Source: an optimization exercise on an open RTL-to-GDS flow (aim: small area, a short achievable clock period and few clock cycles per item). Production flows keep margins and buffers that such runs may drop.
The RTL was checked by simulation tests, not by an equivalence proof against the original design.

// bpm_pos_calc
module bpm_pos_calc (
    input  logic        clk,
    input  logic        rst,
    input  logic        data_valid,
    input  logic [31:0] A_IN,
    input  logic [31:0] B_IN,
    input  logic [31:0] C_IN,
    input  logic [31:0] D_IN,
    input  logic [15:0] Diameter,
    output logic [24:0] X,
    output logic [24:0] Y,
    output logic [33:0] S,
    output logic [1:0]  err,
    output logic        busy,
    output logic        rdy
);
    logic [31:0] a_r, c_r;
    logic [32:0] sab, scd;
    logic [21:0] kr;        
    logic        kx, kyn;   
    logic        kp;        
    logic [32:0] rx, ry;
    logic [24:0] wx, wy;
    logic [4:0]  cnt;
    logic        last;
    assign last = (cnt == 5'd23);
    logic b24, b23;
    assign b24 = (Diameter >= 16'd33555);
    assign b23 = ((Diameter >= 16'd16778) && !b24) || (Diameter >= 16'd50332);
    logic [22:0] p125;
    assign p125 = {kr[15:0], 7'b0} - {7'b0, kr[15:0]} - {6'b0, kr[15:0], 1'b0};
    function automatic logic [34:0] add3(input logic [34:0] p, input logic [34:0] x,
                                         input logic [34:0] y);
        logic [34:0] sm, cy;
        sm = p ^ x ^ y;
        cy = (p & x) | (p & y) | (x & y);
        add3 = sm + {cy[33:0], 1'b1};
    endfunction
    function automatic logic [34:0] step_r(input logic [32:0] r, input logic [31:0] a,
  ...
export LEC_CHECK = 0
export CAP_MARGIN = 20
export CORE_MARGIN = 2
export CORE_UTILIZATION = 65
export SLEW_MARGIN = 20
create_clock -name core_clock -period 13.0 [get_ports {clk}]
standard.sh (not shown) runs the stock make flow with config.mk's settings and CLKGATE_MAP_FILE= SYNTH_SCRIPT=/design/flow/synth_recipe.tcl, a recipe that flattens the netlist after the stock synthesis.
==> flow/flow/run.sh <==
#!/bin/bash
set -euo pipefail
bash standard.sh SETUP_SLACK_MARGIN=8 "BUFFER_PORTS_ARGS=-buffer_cell sky130_fd_sc_hd__buf_1" finish > standard_make.log 2>&1
The starting point passed the timing, design-rule and antenna checks.
Testbench counts at the start, summed over its fixed seeds: cycles 24,000, items 960.
Next try:
--- a/flow/config.mk
+++ b/flow/config.mk
@@ -8,4 +8,4 @@
 export CAP_MARGIN = 20
 export CORE_MARGIN = 2
-export CORE_UTILIZATION = 65
+export CORE_UTILIZATION = 40
 export SLEW_MARGIN = 20
Routed wire length is higher by a few percent.
Clock-buffer cell count is higher by 10.
Sequential share of layout area is lower by 0.41 points.
Next try:
==> flow/flow/run.sh (replaced) <==
#!/bin/bash
set -euo pipefail
bash standard.sh SETUP_SLACK_MARGIN=7 "BUFFER_PORTS_ARGS=-buffer_cell sky130_fd_sc_hd__buf_4" finish > standard_make.log 2>&1
--- a/flow/config.mk
+++ b/flow/config.mk
@@ -8,4 +8,4 @@
 export CAP_MARGIN = 20
 export CORE_MARGIN = 2
-export CORE_UTILIZATION = 40
+export CORE_UTILIZATION = 60
 export SLEW_MARGIN = 20
=> Clock-buffer cell count fell by 5; die area fell by 33%; sequential share of layout area rose by 0.39 points; routed wire length fell by 6.1%; worst setup slack degrades by 0.79 ns.
Next try:
==> flow/flow/run.sh (replaced) <==
#!/bin/bash
set -euo pipefail
bash standard.sh SETUP_SLACK_MARGIN=8.5 TNS_END_PERCENT=10 "BUFFER_PORTS_ARGS=-buffer_cell sky130_fd_sc_hd__buf_1" finish > standard_make.log 2>&1
--- a/flow/config.mk
+++ b/flow/config.mk
@@ -8,4 +8,4 @@
 export CAP_MARGIN = 20
 export CORE_MARGIN = 2
-export CORE_UTILIZATION = 60
+export CORE_UTILIZATION = 40
 export SLEW_MARGIN = 20
=> Global-route usage fell by 10 points; critical path depth is unchanged; routed wire length rose by 6.9%; clock-buffer cell count rose by 3; non-clock buffer count rose by 81; setup slack improves by 0.74 ns.
Next try:
==> flow/flow/run.sh (replaced) <==
#!/bin/bash
set -euo pipefail
bash standard.sh SETUP_SLACK_MARGIN=7.75 "BUFFER_PORTS_ARGS=-buffer_cell sky130_fd_sc_hd__buf_1" finish > standard_make.log 2>&1
--- a/flow/config.mk
+++ b/flow/config.mk
@@ -8,4 +8,4 @@
 export CAP_MARGIN = 20
 export CORE_MARGIN = 2
-export CORE_UTILIZATION = 40
+export CORE_UTILIZATION = 55
 export SLEW_MARGIN = 20
What happened:
- critical path depth stays the same
- routed wire length goes down by a few percent
- hold slack gains 0.0042 ns
- first-iteration DRC count rises by about a fifth
- sequential cell count stays the same
- worst setup slack got worse by 0.25 ns
- area after synthesis is unchanged
Next try:
==> flow/flow/run.sh (replaced) <==
#!/bin/bash
set -euo pipefail
bash standard.sh SETUP_SLACK_MARGIN=7 MATCH_CELL_FOOTPRINT=0 "BUFFER_PORTS_ARGS=-buffer_cell sky130_fd_sc_hd__buf_4" finish > standard_make.log 2>&1
--- a/flow/config.mk
+++ b/flow/config.mk
@@ -8,4 +8,4 @@
 export CAP_MARGIN = 20
 export CORE_MARGIN = 2
-export CORE_UTILIZATION = 55
+export CORE_UTILIZATION = 40
 export SLEW_MARGIN = 20
Critical path depth is unchanged.
Final area is higher by about 2%.
Non-clock buffer count came out lower by 14.
Worst setup slack loses 0.58 ns.
Area after synthesis is unchanged.
Cell count increases by about 7%.

==> re-timing with driven ports <==
The results above use ideal ports. As a check the final layouts listed here were re-extracted and re-timed, cells and wires unchanged.
Step 1 assumes that a clkbuf_16 drives the clock port and a buf_2 every other input.
Step 2 times the ports against the registers' clock, not the clock port: input delays grow and output delays shrink by t, the midpoint of the rising clock arrivals with the driver on.
Three values: no drivers, after step 1, after step 2; two values: the first two.
| run | t, ns | setup slack, ns | worst data-port slew with drivers (ns) |
|---|---|---|---|
| the first run | 0.654 | 7.867 / 7.897 / 7.243 | 0.10 |
| the second run | 0.672 | 8.025 / 8.073 / 7.401 | 0.11 |
| the third run | 0.657 | 7.233 / 7.265 / 6.618 | 0.10 |
| the fourth run | 0.664 | 7.972 / 7.972 / 7.366 | 0.09 |
| the fifth run | 0.651 | 7.721 / 7.767 / 7.116 | 0.09 |
| the sixth run | 0.682 | 7.144 / 7.152 / 6.469 | 0.10 |
After both steps every run listed still meets setup and hold. The setup slack of the sixth run, which loses most, moves by +0.008 ns with the drivers and by -0.675 ns with both steps.
